What follows belongs to an exercise in optimizing a design on an open flow for small area, a short achievable clock period and few clock cycles; a production flow would make more cautious choices.
Function was not checked in any run shown here: the RTL went through the layout flow alone.

`flow/config.mk`:
```
export PLATFORM = sky130hd
export DESIGN_NAME = rtc_fields_to_epoch_seconds_unit
export DESIGN_NICKNAME = rtc_fields_to_epoch_seconds_unit
export VERILOG_FILES = /design/flow/design.v
export SDC_FILE = /design/flow/constraint.sdc
export NUM_CORES = 4
export LEC_CHECK = 0
export CAP_MARGIN = 20
export CORE_MARGIN = 2
export CORE_UTILIZATION = 40
export SETUP_SLACK_MARGIN = 3.5
export SLEW_MARGIN = 20
```
`flow/constraint.sdc`:
```
create_clock -name core_clock -period 8.0 [get_ports {clk}]
set_input_delay 1.6000 -clock core_clock [delete_from_list [all_inputs] [get_ports {clk}]]
set_output_delay 1.6000 -clock core_clock [all_outputs]
set_load 0.01 [all_outputs]
```
`flow/design.v`:
```
package rfes_pkg;
  localparam logic [11:0] EPOCH_YEAR    = 12'd1970;
  localparam logic [11:0] BASE_YEAR     = 12'd2000;
  localparam logic [16:0] SECS_PER_DAY  = 17'd86400;
  localparam logic [16:0] SECS_PER_HOUR = 17'd3600;
  localparam logic [16:0] SECS_PER_MIN  = 17'd60;
  localparam logic [16:0] SECS_PER_SEC  = 17'd1;
  localparam logic [1:0] EPOCH_MOD4   = 2'd2;
  localparam logic [6:0] EPOCH_MOD100 = 7'd70;
  localparam logic [8:0] EPOCH_MOD400 = 9'd370;
  localparam logic CFG_BCD_MODE  = 1'b0;
  localparam logic CFG_TWELVE_HR = 1'b1;
  typedef struct packed {
    logic [7:0] raw_seconds;
    logic [7:0] raw_minutes;
    logic [7:0] raw_hours;
    logic [7:0] raw_monthday;
    logic [7:0] raw_month;
    logic [7:0] raw_year;
  } rfes_in_t;
  typedef struct packed {
    logic [31:0] epoch_seconds;
    logic        field_error;
  } rfes_out_t;
  typedef struct packed {
    logic [7:0] sec;
    logic [7:0] min;
    logic [7:0] hr;
    logic [7:0] day;
    logic [3:0] mon_idx;
    logic       mon_ok;
    logic [7:0] yr;
    logic       err;
  } rfes_dec_t;
  typedef enum logic [3:0] {
    ST_IDLE,
    ST_YEARS,
    ST_DAY,
    ST_MUL_DAY,
    ST_MUL_HR,
    ST_MUL_MIN,
    ST_MUL_SEC,
    ST_LAST,
    ST_OUT
  } rfes_state_t;
  typedef enum logic [3:0] {
    OP_NONE,
    OP_LOAD,
    OP_YEAR,
    OP_MONTH,
    OP_DAY,
    OP_MUL_DAY,
    OP_MUL_HR,
    OP_MUL_MIN,
    OP_MUL_SEC,
    OP_LAST
  } rfes_op_t;
  typedef struct packed {
    rfes_op_t op;
  } rfes_ctrl_t;
  typedef struct packed {
    logic year_done;
  } rfes_stat_t;
  function automatic logic [7:0] bcd_decode(input logic [7:0] b, input logic bcd);
    logic [7:0] hi;
    hi = {4'b0000, b[7:4]};
    if (bcd) begin
      bcd_decode = (hi << 3) + (hi << 1) + {4'b0000, b[3:0]};
    end else begin
      bcd_decode = b;
    end
  endfunction
  function automatic logic [8:0] days_before_month(input logic [3:0] idx);
    case (idx)
      4'd0:    days_before_month = 9'd0;
      4'd1:    days_before_month = 9'd31;
      4'd2:    days_before_month = 9'd59;
      4'd3:    days_before_month = 9'd90;
      4'd4:    days_before_month = 9'd120;
      4'd5:    days_before_month = 9'd151;
      4'd6:    days_before_month = 9'd181;
      4'd7:    days_before_month = 9'd212;
      4'd8:    days_before_month = 9'd243;
      4'd9:    days_before_month = 9'd273;
      4'd10:   days_before_month = 9'd304;
      4'd11:   days_before_month = 9'd334;
      default: days_before_month = 9'd0;
    endcase
  endfunction
  function automatic logic [4:0] month_length(input logic [3:0] idx);
    case (idx)
      4'd1:              month_length = 5'd28;
      4'd3, 4'd5, 4'd8,
      4'd10:             month_length = 5'd30;
      default:           month_length = 5'd31;
    endcase
  endfunction
  function automatic logic [15:0] month_offset(input logic [3:0] mon, input logic leap);
    case ({mon, leap})
      5'd2: month_offset = 16'd10957;
      5'd3: month_offset = 16'd10956;
      5'd4: month_offset = 16'd10988;
      5'd5: month_offset = 16'd10987;
      5'd6: month_offset = 16'd11016;
      5'd7: month_offset = 16'd11016;
      5'd8: month_offset = 16'd11047;
      5'd9: month_offset = 16'd11047;
      5'd10: month_offset = 16'd11077;
      5'd11: month_offset = 16'd11077;
      5'd12: month_offset = 16'd11108;
      5'd13: month_offset = 16'd11108;
      5'd14: month_offset = 16'd11138;
      5'd15: month_offset = 16'd11138;
      5'd16: month_offset = 16'd11169;
      5'd17: month_offset = 16'd11169;
      5'd18: month_offset = 16'd11200;
      5'd19: month_offset = 16'd11200;
      5'd20: month_offset = 16'd11230;
      5'd21: month_offset = 16'd11230;
      5'd22: month_offset = 16'd11261;
      5'd23: month_offset = 16'd11261;
      5'd24: month_offset = 16'd11291;
      5'd25: month_offset = 16'd11291;
      default: month_offset = 16'd0;
    endcase
  endfunction
  function automatic logic gt8(input logic [7:0] x, input logic [7:0] c);
    logic g;
    g = 1'b0;
    for (int i = 0; i < 8; i++) begin
      g = c[i] ? (x[i] & g) : (x[i] | g);
    end
    gt8 = g;
  endfunction
  function automatic logic bcd_gt59(input logic [7:0] b);
    bcd_gt59 = gt8({4'd0, b[7:4]}, 8'd5) || ((b[7:4] == 4'd5) && gt8({4'd0, b[3:0]}, 8'd9));
  endfunction
  function automatic logic bcd_gt23(input logic [7:0] b);
    bcd_gt23 = gt8({4'd0, b[7:4]}, 8'd2) || ((b[7:4] == 4'd2) && gt8({4'd0, b[3:0]}, 8'd3)) ||
               ((b[7:4] == 4'd1) && gt8({4'd0, b[3:0]}, 8'd13));
  endfunction
  function automatic logic bcd_gt99(input logic [7:0] b);
    bcd_gt99 = gt8({4'd0, b[7:4]}, 8'd9) || ((b[7:4] == 4'd9) && gt8({4'd0, b[3:0]}, 8'd9));
  endfunction
  function automatic logic bcd_bad_1_12(input logic [6:0] b);
    bcd_bad_1_12 = gt8({5'd0, b[6:4]}, 8'd1) || ((b[6:4] == 3'd1) && gt8({4'd0, b[3:0]}, 8'd2)) ||
                   ((b[6:4] == 3'd0) && ((b[3:0] == 4'd0) || gt8({4'd0, b[3:0]}, 8'd12)));
  endfunction
  function automatic logic day_gt(input logic [7:0] b, input logic bcd, input logic [3:0] ml);
    if (bcd) begin
      day_gt = gt8({4'd0, b[7:4]}, 8'd3) ||
               ((b[7:4] == 4'd3) && (ml[0] || ml[1] || (ml[2] && (b[3:0] != 4'd0)) ||
                                     (ml[3] && gt8({4'd0, b[3:0]}, 8'd1)))) ||
               ((b[7:4] == 4'd2) && ((ml[0] && gt8({4'd0, b[3:0]}, 8'd8)) ||
                                     (ml[1] && gt8({4'd0, b[3:0]}, 8'd9)) ||
                                     (ml[2] && gt8({4'd0, b[3:0]}, 8'd10)) ||
                                     (ml[3] && gt8({4'd0, b[3:0]}, 8'd11))));
    end else begin
      day_gt = gt8(b, 8'd31) || (ml[0] && gt8(b, 8'd28)) || (ml[1] && gt8(b, 8'd29)) ||
               (ml[2] && gt8(b, 8'd30));
    end
  endfunction
  function automatic logic [4:0] hour12(input logic [3:0] h, input logic pm);
    case ({pm, h})
      5'h01: hour12 = 5'd1;
      5'h02: hour12 = 5'd2;
      5'h03: hour12 = 5'd3;
      5'h04: hour12 = 5'd4;
      5'h05: hour12 = 5'd5;
      5'h06: hour12 = 5'd6;
      5'h07: hour12 = 5'd7;
      5'h08: hour12 = 5'd8;
      5'h09: hour12 = 5'd9;
      5'h0a: hour12 = 5'd10;
      5'h0b: hour12 = 5'd11;
      5'h11: hour12 = 5'd13;
      5'h12: hour12 = 5'd14;
      5'h13: hour12 = 5'd15;
      5'h14: hour12 = 5'd16;
      5'h15: hour12 = 5'd17;
      5'h16: hour12 = 5'd18;
      5'h17: hour12 = 5'd19;
      5'h18: hour12 = 5'd20;
      5'h19: hour12 = 5'd21;
      5'h1a: hour12 = 5'd22;
      5'h1b: hour12 = 5'd23;
      5'h1c: hour12 = 5'd12;
      default: hour12 = 5'd0;
    endcase
  endfunction
endpackage
module rtc_fields_to_epoch_seconds_unit (
  input  logic      clk,
  input  logic      rst,
  input  logic      start,
  output logic      busy,
  input  rfes_pkg::rfes_in_t  fields,
  output logic      done,
  output rfes_pkg::rfes_out_t result,
  input  logic      cfg_write,
  input  logic      cfg_index,
  input  logic      cfg_data
);
  logic        bcd_mode;
  logic        twelve_hour_mode;
  always_ff @(posedge clk) begin
    if (rst) begin
      bcd_mode         <= 1'b1;
      twelve_hour_mode <= 1'b0;
    end else if (cfg_write) begin
      case (cfg_index)
        rfes_pkg::CFG_BCD_MODE:  bcd_mode         <= cfg_data;
        rfes_pkg::CFG_TWELVE_HR: twelve_hour_mode <= cfg_data;
        default:       bcd_mode         <= bcd_mode;
      endcase
    end
  end
  assign busy = 1'b0;
  logic [5:0]  sec6;
  logic [5:0]  min6;
  logic [4:0]  hv5;
  logic [4:0]  day5;
  logic [6:0]  yr7;
  logic [3:0]  mon4;
  logic [3:0]  h4;
  logic [4:0]  hr5;
  logic        leap;
  logic [3:0]  ml;
  logic        err_sec, err_min, err_hr, err_day, err_mon, err_yr, err_all;
  logic t0;
  logic t1;
  logic t2;
  logic t3;
  logic t4;
  logic t5;
  logic t6;
  logic t7;
  logic t8;
  logic t9;
  logic t10;
  logic t11;
  logic t12;
  logic t13;
  logic t14;
  logic t15;
  logic t16;
  logic t17;
  logic t18;
  logic t19;
  logic t20;
  logic t21;
  logic t22;
  logic t23;
  logic t24;
  logic t25;
  logic t26;
  logic t27;
  logic t28;
  logic t29;
  logic t30;
  logic t31;
  logic t32;
  logic t33;
  logic t34;
  logic t35;
  logic t36;
  logic t37;
  logic t38;
  logic t39;
  logic t40;
  logic t41;
  logic t42;
  logic t43;
  logic t44;
  logic t45;
  logic t46;
  logic t47;
  logic t48;
  logic t49;
  logic t50;
  logic t51;
  logic t52;
  logic t53;
  logic t54;
  logic t55;
  logic t56;
  logic t57;
  logic t58;
  logic t59;
  logic t60;
  logic t61;
  logic t62;
  logic t63;
  logic t64;
  logic t65;
  logic t66;
  logic t67;
  logic t68;
  logic t69;
  logic t70;
  logic t71;
  logic t72;
  logic t73;
  logic t74;
  logic t75;
  logic t76;
  logic t77;
  logic t78;
  logic t79;
  logic t80;
  logic t81;
  logic t82;
  logic t83;
  logic t84;
  logic t85;
  logic t86;
  logic t87;
  logic t88;
  logic t89;
  logic t90;
  logic t91;
  logic t92;
  logic t93;
  logic t94;
  logic t95;
  logic t96;
  logic t97;
  logic t98;
  logic t99;
  logic t100;
  logic t101;
  logic t102;
  logic t103;
  logic t104;
  logic t105;
  logic t106;
  logic t107;
  logic t108;
  logic t109;
  logic t110;
  logic t111;
  logic t112;
  logic t113;
  logic t114;
  logic t115;
  logic t116;
  logic t117;
  logic t118;
  logic t119;
  logic t120;
  logic t121;
  logic t122;
  logic t123;
  logic t124;
  logic t125;
  logic t126;
  logic t127;
  logic t128;
  logic t129;
  logic t130;
  logic t131;
  logic t132;
  logic t133;
  logic t134;
  logic t135;
  logic t136;
  logic t137;
  logic t138;
  logic t139;
  logic t140;
  logic t141;
  logic t142;
  logic t143;
  logic t144;
  logic t145;
  logic t146;
  logic t147;
  logic t148;
  logic t149;
  logic t150;
  logic t151;
  logic t152;
  logic t153;
  logic t154;
  logic t155;
  logic t156;
  logic t157;
  logic t158;
  logic t159;
  logic t160;
  assign t0 = bcd_mode & fields.raw_seconds[4];
  assign t1 = bcd_mode & fields.raw_seconds[5];
  assign t2 = bcd_mode ? fields.raw_seconds[6] : fields.raw_seconds[4];
  assign t3 = ~bcd_mode & fields.raw_seconds[5];
  assign t4 = ~bcd_mode & fields.raw_seconds[6];
  assign t5 = fields.raw_seconds[3] ^ fields.raw_seconds[4];
  assign t6 = fields.raw_seconds[3] & fields.raw_seconds[4];
  assign t7 = fields.raw_seconds[5] ^ t3;
  assign t8 = fields.raw_seconds[5] & t3;
  assign t9 = fields.raw_seconds[6] ^ t4;
  assign t10 = fields.raw_seconds[6] & t4;
  assign t11 = fields.raw_seconds[1] ^ t0;
  assign t12 = fields.raw_seconds[2] ^ t1;
  assign t13 = t2 ^ t5;
  assign t14 = t7 ^ t6;
  assign t15 = t9 ^ t8;
  assign t16 = fields.raw_seconds[1] & t0;
  assign t17 = fields.raw_seconds[2] & t1;
  assign t18 = t2 & t5;
  assign t19 = t7 & t6;
  assign t20 = t9 & t8;
  assign t21 = t17 | (t12 & t16);
  assign t22 = t12 & t11;
  assign t23 = t19 | (t14 & t18);
  assign t24 = t14 & t13;
  assign t25 = t18 | (t13 & t21);
  assign t26 = t13 & t22;
  assign t27 = t23 | (t24 & t21);
  assign t28 = t24 & t22;
  assign t29 = t20 | (t15 & t27);
  assign t30 = t12 ^ t16;
  assign t31 = t13 ^ t21;
  assign t32 = t14 ^ t25;
  assign t33 = t15 ^ t27;
  assign t34 = bcd_mode & fields.raw_minutes[4];
  assign t35 = bcd_mode & fields.raw_minutes[5];
  assign t36 = bcd_mode ? fields.raw_minutes[6] : fields.raw_minutes[4];
  assign t37 = ~bcd_mode & fields.raw_minutes[5];
  assign t38 = ~bcd_mode & fields.raw_minutes[6];
  assign t39 = fields.raw_minutes[3] ^ fields.raw_minutes[4];
  assign t40 = fields.raw_minutes[3] & fields.raw_minutes[4];
  assign t41 = fields.raw_minutes[5] ^ t37;
  assign t42 = fields.raw_minutes[5] & t37;
  assign t43 = fields.raw_minutes[6] ^ t38;
  assign t44 = fields.raw_minutes[6] & t38;
  assign t45 = fields.raw_minutes[1] ^ t34;
  assign t46 = fields.raw_minutes[2] ^ t35;
  assign t47 = t36 ^ t39;
  assign t48 = t41 ^ t40;
  assign t49 = t43 ^ t42;
  assign t50 = fields.raw_minutes[1] & t34;
  assign t51 = fields.raw_minutes[2] & t35;
  assign t52 = t36 & t39;
  assign t53 = t41 & t40;
  assign t54 = t43 & t42;
  assign t55 = t51 | (t46 & t50);
  assign t56 = t46 & t45;
  assign t57 = t53 | (t48 & t52);
  assign t58 = t48 & t47;
  assign t59 = t52 | (t47 & t55);
  assign t60 = t47 & t56;
  assign t61 = t57 | (t58 & t55);
  assign t62 = t58 & t56;
  assign t63 = t54 | (t49 & t61);
  assign t64 = t46 ^ t50;
  assign t65 = t47 ^ t55;
  assign t66 = t48 ^ t59;
  assign t67 = t49 ^ t61;
  assign t68 = bcd_mode & fields.raw_hours[4];
  assign t69 = bcd_mode & fields.raw_hours[5];
  assign t70 = ~bcd_mode & fields.raw_hours[4];
  assign t71 = ~bcd_mode & fields.raw_hours[5];
  assign t72 = fields.raw_hours[3] ^ fields.raw_hours[4];
  assign t73 = fields.raw_hours[3] & fields.raw_hours[4];
  assign t74 = fields.raw_hours[5] ^ t71;
  assign t75 = fields.raw_hours[5] & t71;
  assign t76 = fields.raw_hours[1] ^ t68;
  assign t77 = fields.raw_hours[2] ^ t69;
  assign t78 = t70 ^ t72;
  assign t79 = t74 ^ t73;
  assign t80 = fields.raw_hours[1] & t68;
  assign t81 = fields.raw_hours[2] & t69;
  assign t82 = t70 & t72;
  assign t83 = t74 & t73;
  assign t84 = t81 | (t77 & t80);
  assign t85 = t77 & t76;
  assign t86 = t83 | (t79 & t82);
  assign t87 = t82 | (t78 & t84);
  assign t88 = t78 & t85;
  assign t89 = t86 | (t79 & t84);
  assign t90 = t77 ^ t80;
  assign t91 = t78 ^ t84;
  assign t92 = t79 ^ t87;
  assign t93 = bcd_mode & fields.raw_monthday[4];
  assign t94 = bcd_mode & fields.raw_monthday[5];
  assign t95 = ~bcd_mode & fields.raw_monthday[4];
  assign t96 = ~bcd_mode & fields.raw_monthday[5];
  assign t97 = fields.raw_monthday[3] ^ fields.raw_monthday[4];
  assign t98 = fields.raw_monthday[3] & fields.raw_monthday[4];
  assign t99 = fields.raw_monthday[5] ^ t96;
  assign t100 = fields.raw_monthday[5] & t96;
  assign t101 = fields.raw_monthday[1] ^ t93;
  assign t102 = fields.raw_monthday[2] ^ t94;
  assign t103 = t95 ^ t97;
  assign t104 = t99 ^ t98;
  assign t105 = fields.raw_monthday[1] & t93;
  assign t106 = fields.raw_monthday[2] & t94;
  assign t107 = t95 & t97;
  assign t108 = t99 & t98;
  assign t109 = t106 | (t102 & t105);
  assign t110 = t102 & t101;
  assign t111 = t108 | (t104 & t107);
  assign t112 = t107 | (t103 & t109);
  assign t113 = t103 & t110;
  assign t114 = t111 | (t104 & t109);
  assign t115 = t102 ^ t105;
  assign t116 = t103 ^ t109;
  assign t117 = t104 ^ t112;
  assign t118 = bcd_mode & fields.raw_year[4];
  assign t119 = bcd_mode & fields.raw_year[5];
  assign t120 = bcd_mode ? fields.raw_year[6] : fields.raw_year[4];
  assign t121 = bcd_mode ? fields.raw_year[7] : fields.raw_year[5];
  assign t122 = ~bcd_mode & fields.raw_year[6];
  assign t123 = ~bcd_mode & fields.raw_year[7];
  assign t124 = fields.raw_year[3] ^ fields.raw_year[4];
  assign t125 = fields.raw_year[3] & fields.raw_year[4];
  assign t126 = fields.raw_year[5] ^ t121;
  assign t127 = fields.raw_year[5] & t121;
  assign t128 = fields.raw_year[6] ^ t122;
  assign t129 = fields.raw_year[6] & t122;
  assign t130 = fields.raw_year[7] ^ t123;
  assign t131 = fields.raw_year[7] & t123;
  assign t132 = fields.raw_year[1] ^ t118;
  assign t133 = fields.raw_year[2] ^ t119;
  assign t134 = t120 ^ t124;
  assign t135 = t126 ^ t125;
  assign t136 = t128 ^ t127;
  assign t137 = t130 ^ t129;
  assign t138 = fields.raw_year[1] & t118;
  assign t139 = fields.raw_year[2] & t119;
  assign t140 = t120 & t124;
  assign t141 = t126 & t125;
  assign t142 = t128 & t127;
  assign t143 = t130 & t129;
  assign t144 = t139 | (t133 & t138);
  assign t145 = t133 & t132;
  assign t146 = t141 | (t135 & t140);
  assign t147 = t135 & t134;
  assign t148 = t143 | (t137 & t142);
  assign t149 = t140 | (t134 & t144);
  assign t150 = t134 & t145;
  assign t151 = t146 | (t147 & t144);
  assign t152 = t147 & t145;
  assign t153 = t142 | (t136 & t151);
  assign t154 = t136 & t152;
  assign t155 = t148 | (t137 & t151);
  assign t156 = t133 ^ t138;
  assign t157 = t134 ^ t144;
  assign t158 = t135 ^ t149;
  assign t159 = t136 ^ t151;
  assign t160 = t137 ^ t153;
  assign sec6 = {t33, t32, t31, t30, t11, fields.raw_seconds[0]};
  assign min6 = {t67, t66, t65, t64, t45, fields.raw_minutes[0]};
  assign hv5 = {t92, t91, t90, t76, fields.raw_hours[0]};
  assign day5 = {t117, t116, t115, t101, fields.raw_monthday[0]};
  assign yr7 = {t160, t159, t158, t157, t156, t132, fields.raw_year[0]};
  always_comb begin
    err_sec = bcd_mode ? rfes_pkg::bcd_gt59(fields.raw_seconds) : rfes_pkg::gt8(fields.raw_seconds, 8'd59);
    err_min = bcd_mode ? rfes_pkg::bcd_gt59(fields.raw_minutes) : rfes_pkg::gt8(fields.raw_minutes, 8'd59);
    if (twelve_hour_mode) begin
      err_hr = bcd_mode ? rfes_pkg::bcd_bad_1_12(fields.raw_hours[6:0]) :
                          ((fields.raw_hours[6:0] == 7'd0) ||
                           rfes_pkg::gt8({1'b0, fields.raw_hours[6:0]}, 8'd12));
    end else begin
      err_hr = bcd_mode ? rfes_pkg::bcd_gt23(fields.raw_hours) : rfes_pkg::gt8(fields.raw_hours, 8'd23);
    end
    err_mon = bcd_mode ? (rfes_pkg::bcd_bad_1_12(fields.raw_month[6:0]) || fields.raw_month[7]) :
                         ((fields.raw_month == 8'd0) || rfes_pkg::gt8(fields.raw_month, 8'd12));
    err_yr  = bcd_mode ? rfes_pkg::bcd_gt99(fields.raw_year) : rfes_pkg::gt8(fields.raw_year, 8'd99);
  end
  always_comb begin
    if (bcd_mode && fields.raw_month[4]) begin
      mon4 = {1'b1, fields.raw_month[1], ~fields.raw_month[1], fields.raw_month[0]};
    end else begin
      mon4 = fields.raw_month[3:0];
    end
    if (bcd_mode && fields.raw_hours[4]) begin
      h4 = {1'b1, fields.raw_hours[1], ~fields.raw_hours[1], fields.raw_hours[0]};
    end else begin
      h4 = fields.raw_hours[3:0];
    end
    hr5 = twelve_hour_mode ? rfes_pkg::hour12(h4, fields.raw_hours[7]) : hv5;
    if (bcd_mode) begin
      leap = !fields.raw_year[0] && (fields.raw_year[1] == fields.raw_year[4]);
    end else begin
      leap = (fields.raw_year[1:0] == 2'b00);
    end
    ml[0] = (mon4 == 4'd2) && !leap;
    ml[1] = (mon4 == 4'd2) && leap;
    ml[2] = (mon4 == 4'd4) || (mon4 == 4'd6) || (mon4 == 4'd9) || (mon4 == 4'd11);
    ml[3] = !(ml[0] || ml[1] || ml[2]);
    err_day = (fields.raw_monthday == 8'd0) || rfes_pkg::day_gt(fields.raw_monthday, bcd_mode, ml);
    err_all = err_sec || err_min || err_hr || err_day || err_mon || err_yr;
  end
  logic        v_q;
  logic        err_q;
  logic [4:0]  q_q;
  logic [1:0]  r_q;
  logic [3:0]  mon_q;
  logic [4:0]  day_q;
  logic [4:0]  hr_q;
  logic [5:0]  min_q;
  logic [5:0]  sec_q;
  always_ff @(posedge clk) begin
    if (rst) begin
      v_q <= 1'b0;
    end else begin
      v_q <= start;
    end
  end
  always_ff @(posedge clk) begin
    err_q <= err_all;
    q_q   <= yr7[6:2];
    r_q   <= yr7[1:0];
    mon_q <= mon4;
    day_q <= day5;
    hr_q  <= hr5;
    min_q <= min6;
    sec_q <= sec6;
  end
  logic [31:0] tab;
  logic [31:0] epoch;
  logic        leap_q;
  assign leap_q = (r_q == 2'd0);
  always_comb begin
    case (mon_q)
      4'd1: tab = leap_q ? 32'd676164100 : 32'd676250500;
      4'd2: tab = leap_q ? 32'd678842500 : 32'd678928900;
      4'd3: tab = 32'd681348100;
      4'd4: tab = 32'd684026500;
      4'd5: tab = 32'd686618500;
      4'd6: tab = 32'd689296900;
      4'd7: tab = 32'd691888900;
      4'd8: tab = 32'd694567300;
      4'd9: tab = 32'd697245700;
      4'd10: tab = 32'd699837700;
      4'd11: tab = 32'd702516100;
      4'd12: tab = 32'd705108100;
      default: tab = 32'd0;
    endcase
  end
  logic t161;
  logic t162;
  logic t163;
  logic t164;
  logic t165;
  logic t166;
  logic t167;
  logic t168;
  logic t169;
  logic t170;
  logic t171;
  logic t172;
  logic t173;
  logic t174;
  logic t175;
  logic t176;
  logic t177;
  logic t178;
  logic t179;
  logic t180;
  logic t181;
  logic t182;
  logic t183;
  logic t184;
  logic t185;
  logic t186;
  logic t187;
  logic t188;
  logic t189;
  logic t190;
  logic t191;
  logic t192;
  logic t193;
  logic t194;
  logic t195;
  logic t196;
  logic t197;
  logic t198;
  logic t199;
  logic t200;
  logic t201;
  logic t202;
  logic t203;
  logic t204;
  logic t205;
  logic t206;
  logic t207;
  logic t208;
  logic t209;
  logic t210;
  logic t211;
  logic t212;
  logic t213;
  logic t214;
  logic t215;
  logic t216;
  logic t217;
  logic t218;
  logic t219;
  logic t220;
  logic t221;
  logic t222;
  logic t223;
  logic t224;
  logic t225;
  logic t226;
  logic t227;
  logic t228;
  logic t229;
  logic t230;
  logic t231;
  logic t232;
  logic t233;
  logic t234;
  logic t235;
  logic t236;
  logic t237;
  logic t238;
  logic t239;
  logic t240;
  logic t241;
  logic t242;
  logic t243;
  logic t244;
  logic t245;
  logic t246;
  logic t247;
  logic t248;
  logic t249;
  logic t250;
  logic t251;
  logic t252;
  logic t253;
  logic t254;
  logic t255;
  logic t256;
  logic t257;
  logic t258;
  logic t259;
  logic t260;
  logic t261;
  logic t262;
  logic t263;
  logic t264;
  logic t265;
  logic t266;
  logic t267;
  logic t268;
  logic t269;
  logic t270;
  logic t271;
  logic t272;
  logic t273;
  logic t274;
  logic t275;
  logic t276;
  logic t277;
  logic t278;
  logic t279;
  logic t280;
  logic t281;
  logic t282;
  logic t283;
  logic t284;
  logic t285;
  logic t286;
  logic t287;
  logic t288;
  logic t289;
  logic t290;
  logic t291;
  logic t292;
  logic t293;
  logic t294;
  logic t295;
  logic t296;
  logic t297;
  logic t298;
  logic t299;
  logic t300;
  logic t301;
  logic t302;
  logic t303;
  logic t304;
  logic t305;
  logic t306;
  logic t307;
  logic t308;
  logic t309;
  logic t310;
  logic t311;
  logic t312;
  logic t313;
  logic t314;
  logic t315;
  logic t316;
  logic t317;
  logic t318;
  logic t319;
  logic t320;
  logic t321;
  logic t322;
  logic t323;
  logic t324;
  logic t325;
  logic t326;
  logic t327;
  logic t328;
  logic t329;
  logic t330;
  logic t331;
  logic t332;
  logic t333;
  logic t334;
  logic t335;
  logic t336;
  logic t337;
  logic t338;
  logic t339;
  logic t340;
  logic t341;
  logic t342;
  logic t343;
  logic t344;
  logic t345;
  logic t346;
  logic t347;
  logic t348;
  logic t349;
  logic t350;
  logic t351;
  logic t352;
  logic t353;
  logic t354;
  logic t355;
  logic t356;
  logic t357;
  logic t358;
  logic t359;
  logic t360;
  logic t361;
  logic t362;
  logic t363;
  logic t364;
  logic t365;
  logic t366;
  logic t367;
  logic t368;
  logic t369;
  logic t370;
  logic t371;
  logic t372;
  logic t373;
  logic t374;
  logic t375;
  logic t376;
  logic t377;
  logic t378;
  logic t379;
  logic t380;
  logic t381;
  logic t382;
  logic t383;
  logic t384;
  logic t385;
  logic t386;
  logic t387;
  logic t388;
  logic t389;
  logic t390;
  logic t391;
  logic t392;
  logic t393;
  logic t394;
  logic t395;
  logic t396;
  logic t397;
  logic t398;
  logic t399;
  logic t400;
  logic t401;
  logic t402;
  logic t403;
  logic t404;
  logic t405;
  logic t406;
  logic t407;
  logic t408;
  logic t409;
  logic t410;
  logic t411;
  logic t412;
  logic t413;
  logic t414;
  logic t415;
  logic t416;
  logic t417;
  logic t418;
  logic t419;
  logic t420;
  logic t421;
  logic t422;
  logic t423;
  logic t424;
  logic t425;
  logic t426;
  logic t427;
  logic t428;
  logic t429;
  logic t430;
  logic t431;
  logic t432;
  logic t433;
  logic t434;
  logic t435;
  logic t436;
  logic t437;
  logic t438;
  logic t439;
  logic t440;
  logic t441;
  logic t442;
  logic t443;
  logic t444;
  logic t445;
  logic t446;
  logic t447;
  logic t448;
  logic t449;
  logic t450;
  logic t451;
  logic t452;
  logic t453;
  logic t454;
  logic t455;
  logic t456;
  logic t457;
  logic t458;
  logic t459;
  logic t460;
  logic t461;
  logic t462;
  logic t463;
  logic t464;
  logic t465;
  logic t466;
  logic t467;
  logic t468;
  logic t469;
  logic t470;
  logic t471;
  logic t472;
  logic t473;
  logic t474;
  logic t475;
  logic t476;
  logic t477;
  logic t478;
  logic t479;
  logic t480;
  logic t481;
  logic t482;
  logic t483;
  logic t484;
  logic t485;
  logic t486;
  logic t487;
  logic t488;
  logic t489;
  logic t490;
  logic t491;
  logic t492;
  logic t493;
  logic t494;
  logic t495;
  logic t496;
  logic t497;
  logic t498;
  logic t499;
  logic t500;
  logic t501;
  logic t502;
  logic t503;
  logic t504;
  logic t505;
  logic t506;
  logic t507;
  logic t508;
  logic t509;
  logic t510;
  logic t511;
  logic t512;
  logic t513;
  logic t514;
  logic t515;
  logic t516;
  logic t517;
  logic t518;
  logic t519;
  logic t520;
  logic t521;
  logic t522;
  logic t523;
  logic t524;
  logic t525;
  logic t526;
  logic t527;
  logic t528;
  logic t529;
  logic t530;
  logic t531;
  logic t532;
  logic t533;
  logic t534;
  logic t535;
  logic t536;
  logic t537;
  logic t538;
  logic t539;
  logic t540;
  logic t541;
  logic t542;
  logic t543;
  logic t544;
  logic t545;
  logic t546;
  logic t547;
  assign t161 = ~q_q[0] ^ day_q[0];
  assign t162 = ~q_q[0] & day_q[0];
  assign t163 = ~q_q[1] ^ day_q[1] ^ day_q[0];
  assign t164 = (~q_q[1] & day_q[1]) | (day_q[0] & (~q_q[1] ^ day_q[1]));
  assign t165 = ~q_q[2] ^ day_q[2];
  assign t166 = ~q_q[2] & day_q[2];
  assign t167 = ~q_q[3] ^ day_q[3] ^ day_q[2];
  assign t168 = (~q_q[3] & day_q[3]) | (day_q[2] & (~q_q[3] ^ day_q[3]));
  assign t169 = ~q_q[4] ^ day_q[4] ^ day_q[3];
  assign t170 = (~q_q[4] & day_q[4]) | (day_q[3] & (~q_q[4] ^ day_q[4]));
  assign t171 = day_q[4] ^ day_q[0];
  assign t172 = day_q[4] & day_q[0];
  assign t173 = q_q[0] ^ day_q[1];
  assign t174 = q_q[0] & day_q[1];
  assign t175 = q_q[1] ^ day_q[2];
  assign t176 = q_q[1] & day_q[2];
  assign t177 = q_q[2] ^ day_q[3];
  assign t178 = q_q[2] & day_q[3];
  assign t179 = q_q[3] ^ day_q[4] ^ day_q[2];
  assign t180 = (q_q[3] & day_q[4]) | (day_q[2] & (q_q[3] ^ day_q[4]));
  assign t181 = q_q[4] ^ ~q_q[0];
  assign t182 = q_q[4] & ~q_q[0];
  assign t183 = hr_q[3] ^ ~min_q[5] ^ min_q[1];
  assign t184 = (hr_q[3] & ~min_q[5]) | (min_q[1] & (hr_q[3] ^ ~min_q[5]));
  assign t185 = hr_q[4] ^ min_q[2] ^ ~r_q[1];
  assign t186 = (hr_q[4] & min_q[2]) | (~r_q[1] & (hr_q[4] ^ min_q[2]));
  assign t187 = t162 ^ t163;
  assign t188 = t162 & t163;
  assign t189 = day_q[1] ^ ~hr_q[0] ^ min_q[3];
  assign t190 = (day_q[1] & ~hr_q[0]) | (min_q[3] & (day_q[1] ^ ~hr_q[0]));
  assign t191 = t165 ^ t164 ^ tab[9];
  assign t192 = (t165 & t164) | (tab[9] & (t165 ^ t164));
  assign t193 = ~hr_q[1] ^ min_q[4] ^ r_q[0];
  assign t194 = (~hr_q[1] & min_q[4]) | (r_q[0] & (~hr_q[1] ^ min_q[4]));
  assign t195 = t166 ^ t167 ^ tab[10];
  assign t196 = (t166 & t167) | (tab[10] & (t166 ^ t167));
  assign t197 = ~hr_q[2] ^ min_q[5] ^ r_q[1];
  assign t198 = (~hr_q[2] & min_q[5]) | (r_q[1] & (~hr_q[2] ^ min_q[5]));
  assign t199 = t169 ^ t168 ^ tab[11];
  assign t200 = (t169 & t168) | (tab[11] & (t169 ^ t168));
  assign t201 = ~hr_q[3] ^ hr_q[0] ^ ~r_q[0];
  assign t202 = (~hr_q[3] & hr_q[0]) | (~r_q[0] & (~hr_q[3] ^ hr_q[0]));
  assign t203 = t171 ^ t170 ^ tab[12];
  assign t204 = (t171 & t170) | (tab[12] & (t171 ^ t170));
  assign t205 = ~hr_q[4] ^ hr_q[1] ^ ~r_q[1];
  assign t206 = (~hr_q[4] & hr_q[1]) | (~r_q[1] & (~hr_q[4] ^ hr_q[1]));
  assign t207 = t173 ^ t172 ^ tab[13];
  assign t208 = (t173 & t172) | (tab[13] & (t173 ^ t172));
  assign t209 = day_q[0] ^ hr_q[2] ^ r_q[0];
  assign t210 = (day_q[0] & hr_q[2]) | (r_q[0] & (day_q[0] ^ hr_q[2]));
  assign t211 = t175 ^ t174 ^ tab[14];
  assign t212 = (t175 & t174) | (tab[14] & (t175 ^ t174));
  assign t213 = day_q[1] ^ hr_q[3] ^ r_q[1];
  assign t214 = (day_q[1] & hr_q[3]) | (r_q[1] & (day_q[1] ^ hr_q[3]));
  assign t215 = t177 ^ t176 ^ tab[15];
  assign t216 = (t177 & t176) | (tab[15] & (t177 ^ t176));
  assign t217 = day_q[0] ^ hr_q[4] ^ r_q[0];
  assign t218 = (day_q[0] & hr_q[4]) | (r_q[0] & (day_q[0] ^ hr_q[4]));
  assign t219 = t178 ^ t179 ^ tab[16];
  assign t220 = (t178 & t179) | (tab[16] & (t178 ^ t179));
  assign t221 = day_q[3] ^ day_q[1] ^ r_q[1];
  assign t222 = (day_q[3] & day_q[1]) | (r_q[1] & (day_q[3] ^ day_q[1]));
  assign t223 = t181 ^ t180 ^ tab[17];
  assign t224 = (t181 & t180) | (tab[17] & (t181 ^ t180));
  assign t225 = ~q_q[1] ^ day_q[4] ^ day_q[2];
  assign t226 = (~q_q[1] & day_q[4]) | (day_q[2] & (~q_q[1] ^ day_q[4]));
  assign t227 = 1'b1 ^ t182;
  assign t228 = 1'b1 & t182;
  assign t229 = ~q_q[2] ^ q_q[0] ^ day_q[3];
  assign t230 = (~q_q[2] & q_q[0]) | (day_q[3] & (~q_q[2] ^ q_q[0]));
  assign t231 = ~q_q[3] ^ q_q[1];
  assign t232 = ~q_q[3] & q_q[1];
  assign t233 = ~q_q[4] ^ q_q[2];
  assign t234 = ~q_q[4] & q_q[2];
  assign t235 = ~r_q[0] ^ t161;
  assign t236 = ~r_q[0] & t161;
  assign t237 = t185 ^ t184 ^ t187;
  assign t238 = (t185 & t184) | (t187 & (t185 ^ t184));
  assign t239 = t189 ^ t186 ^ t188;
  assign t240 = (t189 & t186) | (t188 & (t189 ^ t186));
  assign t241 = t193 ^ t190 ^ t195;
  assign t242 = (t193 & t190) | (t195 & (t193 ^ t190));
  assign t243 = t197 ^ t194 ^ t199;
  assign t244 = (t197 & t194) | (t199 & (t197 ^ t194));
  assign t245 = t201 ^ t198 ^ t203;
  assign t246 = (t201 & t198) | (t203 & (t201 ^ t198));
  assign t247 = t205 ^ t202 ^ t207;
  assign t248 = (t205 & t202) | (t207 & (t205 ^ t202));
  assign t249 = t209 ^ t206 ^ t211;
  assign t250 = (t209 & t206) | (t211 & (t209 ^ t206));
  assign t251 = t213 ^ t210 ^ t215;
  assign t252 = (t213 & t210) | (t215 & (t213 ^ t210));
  assign t253 = t217 ^ t214 ^ t219;
  assign t254 = (t217 & t214) | (t219 & (t217 ^ t214));
  assign t255 = t221 ^ t218 ^ t223;
  assign t256 = (t221 & t218) | (t223 & (t221 ^ t218));
  assign t257 = t225 ^ t222 ^ t227;
  assign t258 = (t225 & t222) | (t227 & (t225 ^ t222));
  assign t259 = t229 ^ t226 ^ t228;
  assign t260 = (t229 & t226) | (t228 & (t229 ^ t226));
  assign t261 = day_q[4] ^ t231 ^ t230;
  assign t262 = (day_q[4] & t231) | (t230 & (day_q[4] ^ t231));
  assign t263 = ~r_q[0] ^ t233 ^ t232;
  assign t264 = (~r_q[0] & t233) | (t232 & (~r_q[0] ^ t233));
  assign t265 = q_q[3] ^ ~r_q[1] ^ t234;
  assign t266 = (q_q[3] & ~r_q[1]) | (t234 & (q_q[3] ^ ~r_q[1]));
  assign t267 = q_q[4] ^ ~q_q[0];
  assign t268 = q_q[4] & ~q_q[0];
  assign t269 = ~min_q[0] ^ sec_q[2];
  assign t270 = ~min_q[0] & sec_q[2];
  assign t271 = ~min_q[1] ^ sec_q[3];
  assign t272 = ~min_q[1] & sec_q[3];
  assign t273 = hr_q[0] ^ ~min_q[2] ^ sec_q[4];
  assign t274 = (hr_q[0] & ~min_q[2]) | (sec_q[4] & (hr_q[0] ^ ~min_q[2]));
  assign t275 = hr_q[1] ^ ~min_q[3] ^ sec_q[5];
  assign t276 = (hr_q[1] & ~min_q[3]) | (sec_q[5] & (hr_q[1] ^ ~min_q[3]));
  assign t277 = hr_q[2] ^ ~min_q[4] ^ min_q[0];
  assign t278 = (hr_q[2] & ~min_q[4]) | (min_q[0] & (hr_q[2] ^ ~min_q[4]));
  assign t279 = t183 ^ t235 ^ tab[7];
  assign t280 = (t183 & t235) | (tab[7] & (t183 ^ t235));
  assign t281 = t236 ^ tab[8] ^ t237;
  assign t282 = (t236 & tab[8]) | (t237 & (t236 ^ tab[8]));
  assign t283 = t239 ^ t238 ^ t191;
  assign t284 = (t239 & t238) | (t191 & (t239 ^ t238));
  assign t285 = t240 ^ t192 ^ t241;
  assign t286 = (t240 & t192) | (t241 & (t240 ^ t192));
  assign t287 = t196 ^ t243 ^ t242;
  assign t288 = (t196 & t243) | (t242 & (t196 ^ t243));
  assign t289 = t200 ^ t245 ^ t244;
  assign t290 = (t200 & t245) | (t244 & (t200 ^ t245));
  assign t291 = t204 ^ t247 ^ t246;
  assign t292 = (t204 & t247) | (t246 & (t204 ^ t247));
  assign t293 = t208 ^ t249 ^ t248;
  assign t294 = (t208 & t249) | (t248 & (t208 ^ t249));
  assign t295 = t212 ^ t251 ^ t250;
  assign t296 = (t212 & t251) | (t250 & (t212 ^ t251));
  assign t297 = t216 ^ t253 ^ t252;
  assign t298 = (t216 & t253) | (t252 & (t216 ^ t253));
  assign t299 = t220 ^ t255 ^ t254;
  assign t300 = (t220 & t255) | (t254 & (t220 ^ t255));
  assign t301 = t257 ^ t224 ^ t256;
  assign t302 = (t257 & t224) | (t256 & (t257 ^ t224));
  assign t303 = tab[19] ^ t259 ^ t258;
  assign t304 = (tab[19] & t259) | (t258 & (tab[19] ^ t259));
  assign t305 = tab[20] ^ t261 ^ t260;
  assign t306 = (tab[20] & t261) | (t260 & (tab[20] ^ t261));
  assign t307 = t263 ^ tab[21] ^ t262;
  assign t308 = (t263 & tab[21]) | (t262 & (t263 ^ tab[21]));
  assign t309 = t265 ^ t264 ^ tab[22];
  assign t310 = (t265 & t264) | (tab[22] & (t265 ^ t264));
  assign t311 = t267 ^ t266 ^ tab[23];
  assign t312 = (t267 & t266) | (tab[23] & (t267 ^ t266));
  assign t313 = ~q_q[1] ^ t268 ^ tab[24];
  assign t314 = (~q_q[1] & t268) | (tab[24] & (~q_q[1] ^ t268));
  assign t315 = ~q_q[2] ^ r_q[0] ^ tab[25];
  assign t316 = (~q_q[2] & r_q[0]) | (tab[25] & (~q_q[2] ^ r_q[0]));
  assign t317 = ~q_q[3] ^ r_q[1];
  assign t318 = ~q_q[3] & r_q[1];
  assign t319 = ~q_q[4] ^ q_q[0] ^ 1'b1;
  assign t320 = (~q_q[4] & q_q[0]) | (1'b1 & (~q_q[4] ^ q_q[0]));
  assign t321 = 1'b1 ^ t269;
  assign t322 = t271 ^ t270;
  assign t323 = t273 ^ t272;
  assign t324 = t275 ^ t274;
  assign t325 = t277 ^ t276;
  assign t326 = t279 ^ t278;
  assign t327 = t281 ^ t280;
  assign t328 = t283 ^ t282;
  assign t329 = t285 ^ t284;
  assign t330 = t287 ^ t286;
  assign t331 = t289 ^ t288;
  assign t332 = t291 ^ t290;
  assign t333 = t293 ^ t292;
  assign t334 = t295 ^ t294;
  assign t335 = t297 ^ t296;
  assign t336 = t299 ^ t298;
  assign t337 = t301 ^ t300;
  assign t338 = t303 ^ t302;
  assign t339 = t305 ^ t304;
  assign t340 = t307 ^ t306;
  assign t341 = t309 ^ t308;
  assign t342 = t311 ^ t310;
  assign t343 = t313 ^ t312;
  assign t344 = t315 ^ t314;
  assign t345 = t317 ^ t316;
  assign t346 = t319 ^ t318;
  assign t347 = q_q[1] ^ t320;
  assign t348 = q_q[2] ^ 1'b1;
  assign t349 = q_q[3] ^ 1'b0;
  assign t350 = q_q[4] ^ 1'b0;
  assign t351 = 1'b1 & t269;
  assign t352 = t271 & t270;
  assign t353 = t273 & t272;
  assign t354 = t275 & t274;
  assign t355 = t277 & t276;
  assign t356 = t279 & t278;
  assign t357 = t281 & t280;
  assign t358 = t283 & t282;
  assign t359 = t285 & t284;
  assign t360 = t287 & t286;
  assign t361 = t289 & t288;
  assign t362 = t291 & t290;
  assign t363 = t293 & t292;
  assign t364 = t295 & t294;
  assign t365 = t297 & t296;
  assign t366 = t299 & t298;
  assign t367 = t301 & t300;
  assign t368 = t303 & t302;
  assign t369 = t305 & t304;
  assign t370 = t307 & t306;
  assign t371 = t309 & t308;
  assign t372 = t311 & t310;
  assign t373 = t313 & t312;
  assign t374 = t315 & t314;
  assign t375 = t317 & t316;
  assign t376 = t319 & t318;
  assign t377 = q_q[1] & t320;
  assign t378 = q_q[2] & 1'b1;
  assign t379 = q_q[3] & 1'b0;
  assign t380 = q_q[4] & 1'b0;
  assign t381 = t352 | (t322 & t351);
  assign t382 = t322 & t321;
  assign t383 = t354 | (t324 & t353);
  assign t384 = t324 & t323;
  assign t385 = t356 | (t326 & t355);
  assign t386 = t326 & t325;
  assign t387 = t358 | (t328 & t357);
  assign t388 = t328 & t327;
  assign t389 = t360 | (t330 & t359);
  assign t390 = t330 & t329;
  assign t391 = t362 | (t332 & t361);
  assign t392 = t332 & t331;
  assign t393 = t364 | (t334 & t363);
  assign t394 = t334 & t333;
  assign t395 = t366 | (t336 & t365);
  assign t396 = t336 & t335;
  assign t397 = t368 | (t338 & t367);
  assign t398 = t338 & t337;
  assign t399 = t370 | (t340 & t369);
  assign t400 = t340 & t339;
  assign t401 = t372 | (t342 & t371);
  assign t402 = t342 & t341;
  assign t403 = t374 | (t344 & t373);
  assign t404 = t344 & t343;
  assign t405 = t376 | (t346 & t375);
  assign t406 = t346 & t345;
  assign t407 = t378 | (t348 & t377);
  assign t408 = t348 & t347;
  assign t409 = t380 | (t350 & t379);
  assign t410 = t353 | (t323 & t381);
  assign t411 = t323 & t382;
  assign t412 = t383 | (t384 & t381);
  assign t413 = t384 & t382;
  assign t414 = t357 | (t327 & t385);
  assign t415 = t327 & t386;
  assign t416 = t387 | (t388 & t385);
  assign t417 = t388 & t386;
  assign t418 = t361 | (t331 & t389);
  assign t419 = t331 & t390;
  assign t420 = t391 | (t392 & t389);
  assign t421 = t392 & t390;
  assign t422 = t365 | (t335 & t393);
  assign t423 = t335 & t394;
  assign t424 = t395 | (t396 & t393);
  assign t425 = t396 & t394;
  assign t426 = t369 | (t339 & t397);
  assign t427 = t339 & t398;
  assign t428 = t399 | (t400 & t397);
  assign t429 = t400 & t398;
  assign t430 = t373 | (t343 & t401);
  assign t431 = t343 & t402;
  assign t432 = t403 | (t404 & t401);
  assign t433 = t404 & t402;
  assign t434 = t377 | (t347 & t405);
  assign t435 = t347 & t406;
  assign t436 = t407 | (t408 & t405);
  assign t437 = t408 & t406;
  assign t438 = t355 | (t325 & t412);
  assign t439 = t325 & t413;
  assign t440 = t385 | (t386 & t412);
  assign t441 = t386 & t413;
  assign t442 = t414 | (t415 & t412);
  assign t443 = t415 & t413;
  assign t444 = t416 | (t417 & t412);
  assign t445 = t417 & t413;
  assign t446 = t363 | (t333 & t420);
  assign t447 = t333 & t421;
  assign t448 = t393 | (t394 & t420);
  assign t449 = t394 & t421;
  assign t450 = t422 | (t423 & t420);
  assign t451 = t423 & t421;
  assign t452 = t424 | (t425 & t420);
  assign t453 = t425 & t421;
  assign t454 = t371 | (t341 & t428);
  assign t455 = t341 & t429;
  assign t456 = t401 | (t402 & t428);
  assign t457 = t402 & t429;
  assign t458 = t430 | (t431 & t428);
  assign t459 = t431 & t429;
  assign t460 = t432 | (t433 & t428);
  assign t461 = t433 & t429;
  assign t462 = t379 | (t349 & t436);
  assign t463 = t349 & t437;
  assign t464 = t409 | (t350 & t436);
  assign t465 = t359 | (t329 & t444);
  assign t466 = t329 & t445;
  assign t467 = t389 | (t390 & t444);
  assign t468 = t390 & t445;
  assign t469 = t418 | (t419 & t444);
  assign t470 = t419 & t445;
  assign t471 = t420 | (t421 & t444);
  assign t472 = t421 & t445;
  assign t473 = t446 | (t447 & t444);
  assign t474 = t447 & t445;
  assign t475 = t448 | (t449 & t444);
  assign t476 = t449 & t445;
  assign t477 = t450 | (t451 & t444);
  assign t478 = t451 & t445;
  assign t479 = t452 | (t453 & t444);
  assign t480 = t453 & t445;
  assign t481 = t375 | (t345 & t460);
  assign t482 = t345 & t461;
  assign t483 = t405 | (t406 & t460);
  assign t484 = t406 & t461;
  assign t485 = t434 | (t435 & t460);
  assign t486 = t435 & t461;
  assign t487 = t436 | (t437 & t460);
  assign t488 = t437 & t461;
  assign t489 = t462 | (t463 & t460);
  assign t490 = t463 & t461;
  assign t491 = t464 | (t350 & t460);
  assign t492 = t367 | (t337 & t479);
  assign t493 = t337 & t480;
  assign t494 = t397 | (t398 & t479);
  assign t495 = t398 & t480;
  assign t496 = t426 | (t427 & t479);
  assign t497 = t427 & t480;
  assign t498 = t428 | (t429 & t479);
  assign t499 = t429 & t480;
  assign t500 = t454 | (t455 & t479);
  assign t501 = t455 & t480;
  assign t502 = t456 | (t457 & t479);
  assign t503 = t457 & t480;
  assign t504 = t458 | (t459 & t479);
  assign t505 = t459 & t480;
  assign t506 = t460 | (t461 & t479);
  assign t507 = t461 & t480;
  assign t508 = t481 | (t482 & t479);
  assign t509 = t482 & t480;
  assign t510 = t483 | (t484 & t479);
  assign t511 = t484 & t480;
  assign t512 = t485 | (t486 & t479);
  assign t513 = t486 & t480;
  assign t514 = t487 | (t488 & t479);
  assign t515 = t488 & t480;
  assign t516 = t489 | (t490 & t479);
  assign t517 = t490 & t480;
  assign t518 = t491 | (t350 & t479);
  assign t519 = t322 ^ t351;
  assign t520 = t323 ^ t381;
  assign t521 = t324 ^ t410;
  assign t522 = t325 ^ t412;
  assign t523 = t326 ^ t438;
  assign t524 = t327 ^ t440;
  assign t525 = t328 ^ t442;
  assign t526 = t329 ^ t444;
  assign t527 = t330 ^ t465;
  assign t528 = t331 ^ t467;
  assign t529 = t332 ^ t469;
  assign t530 = t333 ^ t471;
  assign t531 = t334 ^ t473;
  assign t532 = t335 ^ t475;
  assign t533 = t336 ^ t477;
  assign t534 = t337 ^ t479;
  assign t535 = t338 ^ t492;
  assign t536 = t339 ^ t494;
  assign t537 = t340 ^ t496;
  assign t538 = t341 ^ t498;
  assign t539 = t342 ^ t500;
  assign t540 = t343 ^ t502;
  assign t541 = t344 ^ t504;
  assign t542 = t345 ^ t506;
  assign t543 = t346 ^ t508;
  assign t544 = t347 ^ t510;
  assign t545 = t348 ^ t512;
  assign t546 = t349 ^ t514;
  assign t547 = t350 ^ t516;
  assign epoch = {t547, t546, t545, t544, t543, t542, t541, t540, t539, t538, t537, t536, t535, t534, t533, t532, t531, t530, t529, t528, t527, t526, t525, t524, t523, t522, t521, t520, t519, t321, sec_q[1], sec_q[0]};
  logic        v2_q;
  logic [32:0] res_q;
  always_ff @(posedge clk) begin
    if (rst) begin
      v2_q <= 1'b0;
    end else begin
      v2_q <= v_q;
    end
  end
  always_ff @(posedge clk) begin
    res_q <= {epoch, err_q};
  end
  assign done   = v2_q;
  assign result = res_q;
endmodule
```
`flow/run.sh`:
```
#!/bin/bash
# synth_recipe.tcl (not shown) runs the flow's synth.tcl, then flattens the netlist and writes it again
# the make line also repeats each setting of config.mk as NAME=value (left out here)
make -C /OpenROAD-flow-scripts/flow DESIGN_CONFIG=/design/flow/config.mk WORK_HOME=/design/flow/orfs CLKGATE_MAP_FILE= SYNTH_SCRIPT=/design/flow/synth_recipe.tcl finish
```
==> out/metrics.csv, run 1 <==
stage,metric,value,unit
worst_setup_path,cpPeakStageDelay,530,ps
worst_setup_path,critPathBufInv,4,
logic_synthesis,ys_seq_area_share,23.1,%
worst_setup_path,cp_top_family,compound AO/OA/AOI/OAI gates,
layout,area_growth,32.2,%
detailed_routing,drc,0,
logic_synthesis,synth_top_cell_area_share,25.7,%
timing,finalSetupTns,0,ps
timing,max_freq,0.215,GHz
layout,finalInstanceArea,8120,sq um
layout,regArea,1470,sq um
global_route,grt_pass1_vias,4872,
timing,finClkSkew,6.04,ps
global_route,grt.total_usage,18.7,%
worst_setup_path,crit_required,8230,ps
logic_synthesis,synth.avg_cell_area,9.22,sq um
run_status,status,"complete, no violations",
global_route,grt_pass1_wl,23.5,mm
timing,fin_crit,4650,ps
cts,cts_tree,done,
place,port_buffers,87,
layout,num-fill-cells,1370,
die,initial_core_util,40.7,%
detailed_routing,via_per_inst,4.90,
logic_synthesis,synthTopCellsByArea,"fa_1, dfxtp_1, ha_1",
place,place_congestion,0.867,
timing,holdWs,330,ps
cts,cts-root-buf,clkbuf_16,
die,coreArea,15100,sq um
logic_synthesis,ys_seq_elements,71,
detailed_routing,dr_total_vias,4826,
timing,max_slew_margin,64.0,%
die,ios,89,
timing,rsz0062_at_grt,true,
worst_setup_path,cp_data_arrival_time,4880,ps
detailed_routing,wirelength,14.7,mm
place,hpwl,11.8,mm
timing,tightest_slew,534,ps
worst_setup_path,crit_slowest_cell,fa_2,
logic_synthesis,async_flop_share,0,%
cts,cts_hold_buf,0,
die,dieWidth,128,um
layout,multi_input_area,4340,sq um
detailed_routing,detail_route.wl_per_cell,14.9,um
global_route,globalRouteOverflowTotal,0,
timing,setup_viol,0,
logic_synthesis,yosysWarnings,1,
logic_synthesis,synth_cell_type_count,54,
logic_synthesis,syn_nets,859,
global_route,grt_max_degree,18,
worst_setup_path,endpoint_kind,register,
layout,drive_above_1_share,16.3,%
logic_synthesis,synth_edf_count,0,
layout,finalNonFillerCells,985,
timing,post-route-period-util,58.1,%
place,place_area,7320,sq um
logic_synthesis,syn-cell-area,6140,sq um
worst_setup_path,crit_type,register to register,
die,rows,45,
cts,clockBufferDepth,2,
cts,clk_pin_slew,60,ps
worst_setup_path,crit_fanout,8,
layout,nNetsFinal,985,
detailed_routing,first_iter_violations,112,
detailed_routing,drtAntennaViolNets,0,
timing,finalHoldViolations,0,
logic_synthesis,syn_inst,666,
cts,htree_levels,3,
worst_setup_path,cp-start-kind,register,
layout,diodes,0,
cts,cts.sinks,71,
worst_setup_path,worstPathCellList,"buf_12, inv_8, nor2_4, o31a_1, a21o_1, fa_1, inv_1, fa_2, fa_1, inv_2, ha_4, o211ai_1, nor3_1, o21ai_2, a211o_2, a21oi_2, o41a_1, o41a_1, and2_4, xnor2_2",
place,place_inst,930,
run,maxCapViolations,0,
min_path,hold_path.class,register to register,
logic_synthesis,synth_flop_cell,dfxtp_1,
die,dieArea,16400,sq um
timing,drv_slew,0,
cts,cts-buffers-inserted,9,
die,die_h,128,um
cts,clk_latency,350,ps
detailed_routing,firstDrtPassIters,4,
logic_synthesis,post-synth-top-area-cell,fa_1,
global_route,antenna_found_initial,0,
## layer usage
| layer | vias up | global-route usage [%] | wire (um) |
|---|---|---|---|
| met5 | - | 0 | 0 |
| met1 | 2279 | 23.9 | 6650 |
| met3 | 27 | 4.30 | 716 |
| met2 | 131 | 30.8 | 6920 |
| met4 | 0 | 7.37 | 412 |
| li1 | 2389 | - | - |
## synthesized netlist by cell type, types with 8 or more instances
master	instances
nor2b_1	12
inv_1	154
o21a_1	8
ha_1	60
nand2_1	36
a21oi_1	39
nor3_1	12
fa_1	79
o211ai_1	11
xor2_1	9
nor2_1	33
dfxtp_1	71
clkbuf_1	9
xnor2_1	19
o21ai_0	21
## worst register-to-register path: cells and delay by family (launching register included)
family / cells / cell delay [ps]
buf+inv: 4 / 350
flops: 1 / 370
xor+xnor: 1 / 130
compound gates: 8 / 1700
fa+ha+maj: 4 / 1680
simple gates: 3 / 320
## placed cells by master, fill, tap and decap left out, types with 8 or more instances in the layout
| cell type | count |
|---|---|
| a21oi_1 | 31 |
| a21oi_2 | 8 |
| buf_4 | 36 |
| clkbuf_16 | 9 |
| clkdlybuf4s50_1 | 87 |
| dfxtp_1 | 57 |
| dfxtp_4 | 11 |
| fa_1 | 75 |
| ha_1 | 53 |
| inv_1 | 140 |
| inv_2 | 9 |
| nand2_1 | 34 |
| nor2_1 | 27 |
| nor2b_1 | 11 |
| nor3_1 | 11 |
| o211ai_1 | 11 |
| o21a_1 | 8 |
| o21ai_0 | 19 |
| xnor2_1 | 19 |
| xor2_1 | 9 |
## path summary, 6_finish.rpt
kind / startpoint / to / slack (ps) / depth (start not counted)
min: sec_q[0]$_DFF_P_ / res_q[1]$_DFF_P_ / 330 / 0
max reg2reg: mon_q[2]$_DFF_P_ / res_q[32]$_DFF_P_ / 3350 / 20
max: mon_q[2]$_DFF_P_ / res_q[32]$_DFF_P_ / 3350 / 20
min reg2reg: sec_q[0]$_DFF_P_ / res_q[1]$_DFF_P_ / 330 / 0
## registers in the layout, summed over array words and instances (netlist names)
name	count
twelve_hour_mode	1
sec_q	6
hr_q	5
v2_q	1
min_q	6
v_q	1
bcd_mode	1
day_q	5
q_q	5
r_q	2
res_q	33
err_q	1
mon_q	4
## kinds of logic after synthesis
group	synth area share (%)
buffers and inverters	10.2
other	0.0610
muxes	1.20
xor gates and xnor gates	4.26
DFF	23.1
adders and majority gates	38.0
AOI/OAI and AO/OA	12.9
and+or+nand+nor	10.3
## cell type report
type,instances,area share (%)
Clock inverter,6,0.539
Clock buffer,10,2.82
Tap cell,188,2.90
Multi-Input combinational cell,429,53.5
Inverter,154,7.49
Timing Repair Buffer,127,14.7
Sequential cell,71,18.1
## repair_timing
action,in CTS,in global routing
pin swaps,33,3
gates cloned,0,0
gates resized for setup,51,21
setup buffers,35,4
setup endpoints to repair,15,8
## metrics by stage
step	setup slack, ps	utilization, %
after floorplan	3370	-
after CTS	3440	53.0
after global placement	2740	48.5
after global routing	3170	53.8
after detailed placement	2620	48.5
final	3350	53.8
==> run 2: changes to the inputs <==
--- a/flow/design.v
+++ b/flow/design.v
@@ -228,2 +228,3 @@
   logic [3:0]  ml;
+  logic [1:0]  fields_r;
   logic        err_sec, err_min, err_hr, err_day, err_mon, err_yr, err_all;
@@ -593,2 +594,7 @@
     err_all = err_sec || err_min || err_hr || err_day || err_mon || err_yr;
+    if (bcd_mode) begin
+      fields_r = {fields.raw_year[1] ^ fields.raw_year[4], fields.raw_year[0]};
+    end else begin
+      fields_r = fields.raw_year[1:0];
+    end
   end
@@ -613,3 +619,3 @@
     q_q   <= yr7[6:2];
-    r_q   <= yr7[1:0];
+    r_q   <= fields_r;
     mon_q <= mon4;
@@ -620,4 +626,4 @@
   end
-  logic [31:0] tab;
   logic [31:0] epoch;
+  logic [31:0] tab;
   logic        leap_q;
==> flow/flow/run.sh (new file) <==
#!/bin/bash
# Standard layout, with the port buffers made of the smallest buffer cell and
# Yosys's generic fine-grained ABC pass skipped, so that the adders written as
# gates reach full-adder extraction as written.
set -euo pipefail
bash standard.sh SYNTH_ARGS=-noabc BUFFER_PORTS_ARGS="-buffer_cell sky130_fd_sc_hd__buf_1" finish > standard_flow.log 2>&1
==> flow/standard.sh (new file) <==
#!/bin/bash
# synth_recipe.tcl (not shown) runs the flow's synth.tcl, then flattens the netlist and writes it again
# the make line also repeats each setting of config.mk as NAME=value (left out here)
make -C /OpenROAD-flow-scripts/flow DESIGN_CONFIG=/design/flow/config.mk WORK_HOME=/design/flow/orfs CLKGATE_MAP_FILE= SYNTH_SCRIPT=/design/flow/synth_recipe.tcl "${@:-finish}"
removed: flow/run.sh
==> run 2 against run 1 <==
Still clean. Worst setup slack gained 300 ps. Non-clock buffer count decreased by 15. Cell count down 8.1%. First-iteration DRC count up 19%. Synthesized area decreased by 1.4%. Maximum frequency grew 7.0%. Clock skew barely moved. Critical path type unchanged. Largest cell class unchanged. Highest routed layer unchanged.
==> out/metrics.csv, run 2 <==
stage,metric,value,unit,change
cts,clk_latency,340,ps,about the same
detailed_routing,firstDrtPassIters,4,,unchanged
timing,setup_viol,0,,unchanged
worst_setup_path,cp_num_cells,14,,-30%
detailed_routing,first_iter_violations,133,,+19%
place,place_congestion,0.839,,-3.2%
die,die_h,127,um,-0.70%
die,dieArea,16100,sq um,-1.4%
detailed_routing,dr_total_vias,4708,,-2.4%
logic_synthesis,synth_top_cell_area_share,26.1,%,+0.37 points
detailed_routing,drtAntennaViolNets,0,,unchanged
worst_setup_path,critPathBufInv,1,,-3
layout,largest_reg_flops,33,,unchanged
timing,max_slew_margin,41.7,%,-22 points
die,initial_core_util,41.4,%,+0.64 points
logic_synthesis,syn_nets,803,,-6.5%
logic_synthesis,synth_edf_count,0,,unchanged
detailed_routing,drc,0,,unchanged
logic_synthesis,yosysWarnings,1,,unchanged
detailed_routing,wirelength,14.5,mm,-0.99%
timing,finalSetupTns,0,ps,unchanged
cts,clk_pin_slew,60,ps,about the same
worst_setup_path,crit_fanout,8,,unchanged
logic_synthesis,synth_flop_cell,dfxtp_1,,
worst_setup_path,crit_slowest_cell,fa_1,,
worst_setup_path,critPathCapture,res_q[32]$_DFF_P_,,
worst_setup_path,endpoint_kind,register,,
worst_setup_path,cp-startpoint,mon_q[0]$_DFF_P_,,
logic_synthesis,ys_seq_elements,71,,unchanged
timing,tightest_slew,873,ps,+339 ps
logic_synthesis,synth.avg_cell_area,9.93,sq um,+7.6%
detailed_routing,detail_route.wl_per_cell,16.1,um,+7.8%
die,rows,44,,-2.2%
worst_setup_path,reg2reg_from,mon_q[0]$_DFF_P_,,
layout,regMostFlops,res_q,,
cts,clockBufferDepth,2,,unchanged
timing,finalHoldViolations,0,,unchanged
layout,drive_above_1_share,12.5,%,-3.8 points
worst_setup_path,worstPathCellList,"buf_4, a21o_1, a221oi_2, fa_1, fa_1, fa_1, ha_4, o21ai_1, a211oi_2, nand3_2, a211oi_4, nor3_2, o211a_1, a311o_1",,
logic_synthesis,syn-cell-area,6060,sq um,-1.4%
logic_synthesis,synth_common_cells,"fa_1, inv_1, dfxtp_1",,
die,dieWidth,127,um,-0.70%
timing,fin_crit,4340,ps,-304 ps
layout,final_cell_mix,"buf_1, fa_1, inv_1",,
worst_setup_path,crit_required,8230,ps,about the same
logic_synthesis,ys_seq_area_share,23.5,%,+0.33 points
run,maxCapViolations,0,,unchanged
logic_synthesis,synth_cell_type_count,59,,+9.3%
cts,htree_levels,3,,unchanged
detailed_routing,via_per_inst,5.20,,+6.2%
place,place_inst,864,,-7.1%
cts,cts-root-buf,clkbuf_16,,
global_route,grt_pass1_wl,23.7,mm,+0.85%
layout,finalNonFillerCells,905,,-8.1%
worst_setup_path,r2r_slack,3660,ps,+300 ps
logic_synthesis,async_flop_share,0,%,unchanged
worst_setup_path,cp_top_family,adder cells,,
logic_synthesis,synthTopCellsByArea,"fa_1, dfxtp_1, ha_1",,
timing,finClkSkew,5.76,ps,-0.283 ps
place,hpwl,11.8,mm,+0.13%
global_route,antenna_found_initial,0,,unchanged
timing,drv_slew,0,,unchanged
layout,diodes,0,,unchanged
logic_synthesis,syn_inst,610,,-8.4%
cts,cts_hold_buf,0,,unchanged
layout,area_growth,19.1,%,
global_route,grt.total_usage,18.7,%,-0.023 points
die,coreArea,14600,sq um,-3.0%
worst_setup_path,cp-start-kind,register,,
timing,rsz0062_at_grt,true,,
logic_synthesis,post-synth-top-area-cell,fa_1,,
min_path,hold_path.class,register to register,,
layout,mostFrequentLayoutCell,buf_1,,
timing,max_freq,0.230,GHz,+7.0%
layout,top_regs,"res_q: 33 flops, min_q: 6 flops, sec_q: 6 flops",,
worst_setup_path,crit_type,register to register,,
cts,cts_tree,done,,
cts,cts.sinks,71,,unchanged
worst_setup_path,crit_top_cell,fa_1,,
layout,nNetsFinal,909,,-7.7%
worst_setup_path,cpPeakStageDelay,520,ps,about the same
place,port_buffers,87,,unchanged
worst_setup_path,cp_data_arrival_time,4570,ps,-310 ps
worst_setup_path,reg2regPathDepth,14,,-30%
global_route,grt_pass1_vias,4785,,-1.8%
timing,post-route-period-util,54.3,%,-3.8 points
global_route,globalRouteOverflowTotal,0,,unchanged
run_status,status,"complete, no violations",,
worst_setup_path,r2r_end,res_q[32]$_DFF_P_,,
timing,holdWs,327,ps,-3.27 ps
cts,cts-buffers-inserted,9,,unchanged
die,ios,89,,unchanged
global_route,grt_max_degree,29,,+11
==> run 2: kinds of logic after synthesis <==
| kind of cell | share of synthesized area [%] |
|---|---|
| adders and majority gates | 38.5 |
| AOI/OAI and AO/OA | 14.9 |
| and+or+nand+nor | 10.8 |
| buffers and inverters | 6.07 |
| DFF | 23.5 |
| xor gates and xnor gates | 5.35 |
| muxes | 0.888 |
| other | 0.0619 |
==> run 2: per-stage QoR <==
step / instance area (sq um) / util, % / setup WS [ps]
after floorplan: 6060 / - / 3590
after global placement: 6550 / 44.7 / 3140
final: 7210 / 49.3 / 3660
after detailed placement: 6550 / 44.7 / 3050
after global routing: 7210 / 49.3 / 3460
after CTS: 6910 / 47.2 / 3500
==> run 2: area by class of cell <==
class / instances / area [sq um]
clock buffers: 10 / 229
clock inverters: 6 / 93.8
fillers: 1428 / 7430
inverters: 80 / 303
multi-input cells: 442 / 4390
flip-flops and latches: 71 / 1460
well taps: 184 / 230
repair buffers: 112 / 514
==> run 2: routing by layer <==
metal  vias to the layer above  track usage (%)  share of wire, %
met4                         0             6.53               1.8
met5                         -                0                 0
met3                        17             3.60               5.0
li1                       2272                -                 -
met1                      2299             25.3                46
met2                       120             30.2                48
==> run 2: worst min-delay path by stage <==
stage,from,endpoint,depth (start not counted)
6_report,sec_q[1]$_DFF_P_,res_q[2]$_DFF_P_,0
5_1_grt,sec_q[1]$_DFF_P_,res_q[2]$_DFF_P_,0
4_1_cts,sec_q[1]$_DFF_P_,res_q[2]$_DFF_P_,0
2_1_floorplan,err_q$_DFF_P_,res_q[0]$_DFF_P_,0
3_5_place_dp,err_q$_DFF_P_,res_q[0]$_DFF_P_,0
3_3_place_gp,sec_q[1]$_DFF_P_,res_q[2]$_DFF_P_,0
==> run 2: worst reg2reg max path: stages (launching register included) <==
cell and delay (ps):
dfxtp_4 360, buf_4 160, a21o_1 190, a221oi_2 330, fa_1 490, fa_1 490, fa_1 520, ha_4 300
o21ai_1 70, a211oi_2 270, nand3_2 140, a211oi_4 300, nor3_2 80, o211a_1 230, a311o_1 310
==> run 2: repair_timing <==
action	4_1_cts	5_1_grt
pin swaps	1	14
resized for setup	19	35
buffers inserted	0	25
endpoints found under the setup margin	13	10

static timing again, ports no longer ideal:
The flow's constraints put no driver on any port. The routed layouts listed below were extracted and timed again, unchanged, in two steps.
Step 1: set_driving_cell puts a clkbuf_16 on clk and a buf_2 on each other input, an assumption about the parent block.
Step 2 times the ports against the registers' clock, not the clock port: input delays grow and output delays shrink by t, the midpoint of the rising clock arrivals with the driver on.
a / b / c = ideal ports / drivers / drivers and shift; a / b = the first two.
run | t, ns | slack for setup (ns) | worst register clock-pin slew, ns
run 1 | 0.387 | 3.354 / 3.354 / 3.354 | 0.06 / 0.06
run 2 | 0.377 | 3.658 / 3.658 / 3.658 | 0.06 / 0.06
After both steps every run listed still meets setup and hold.
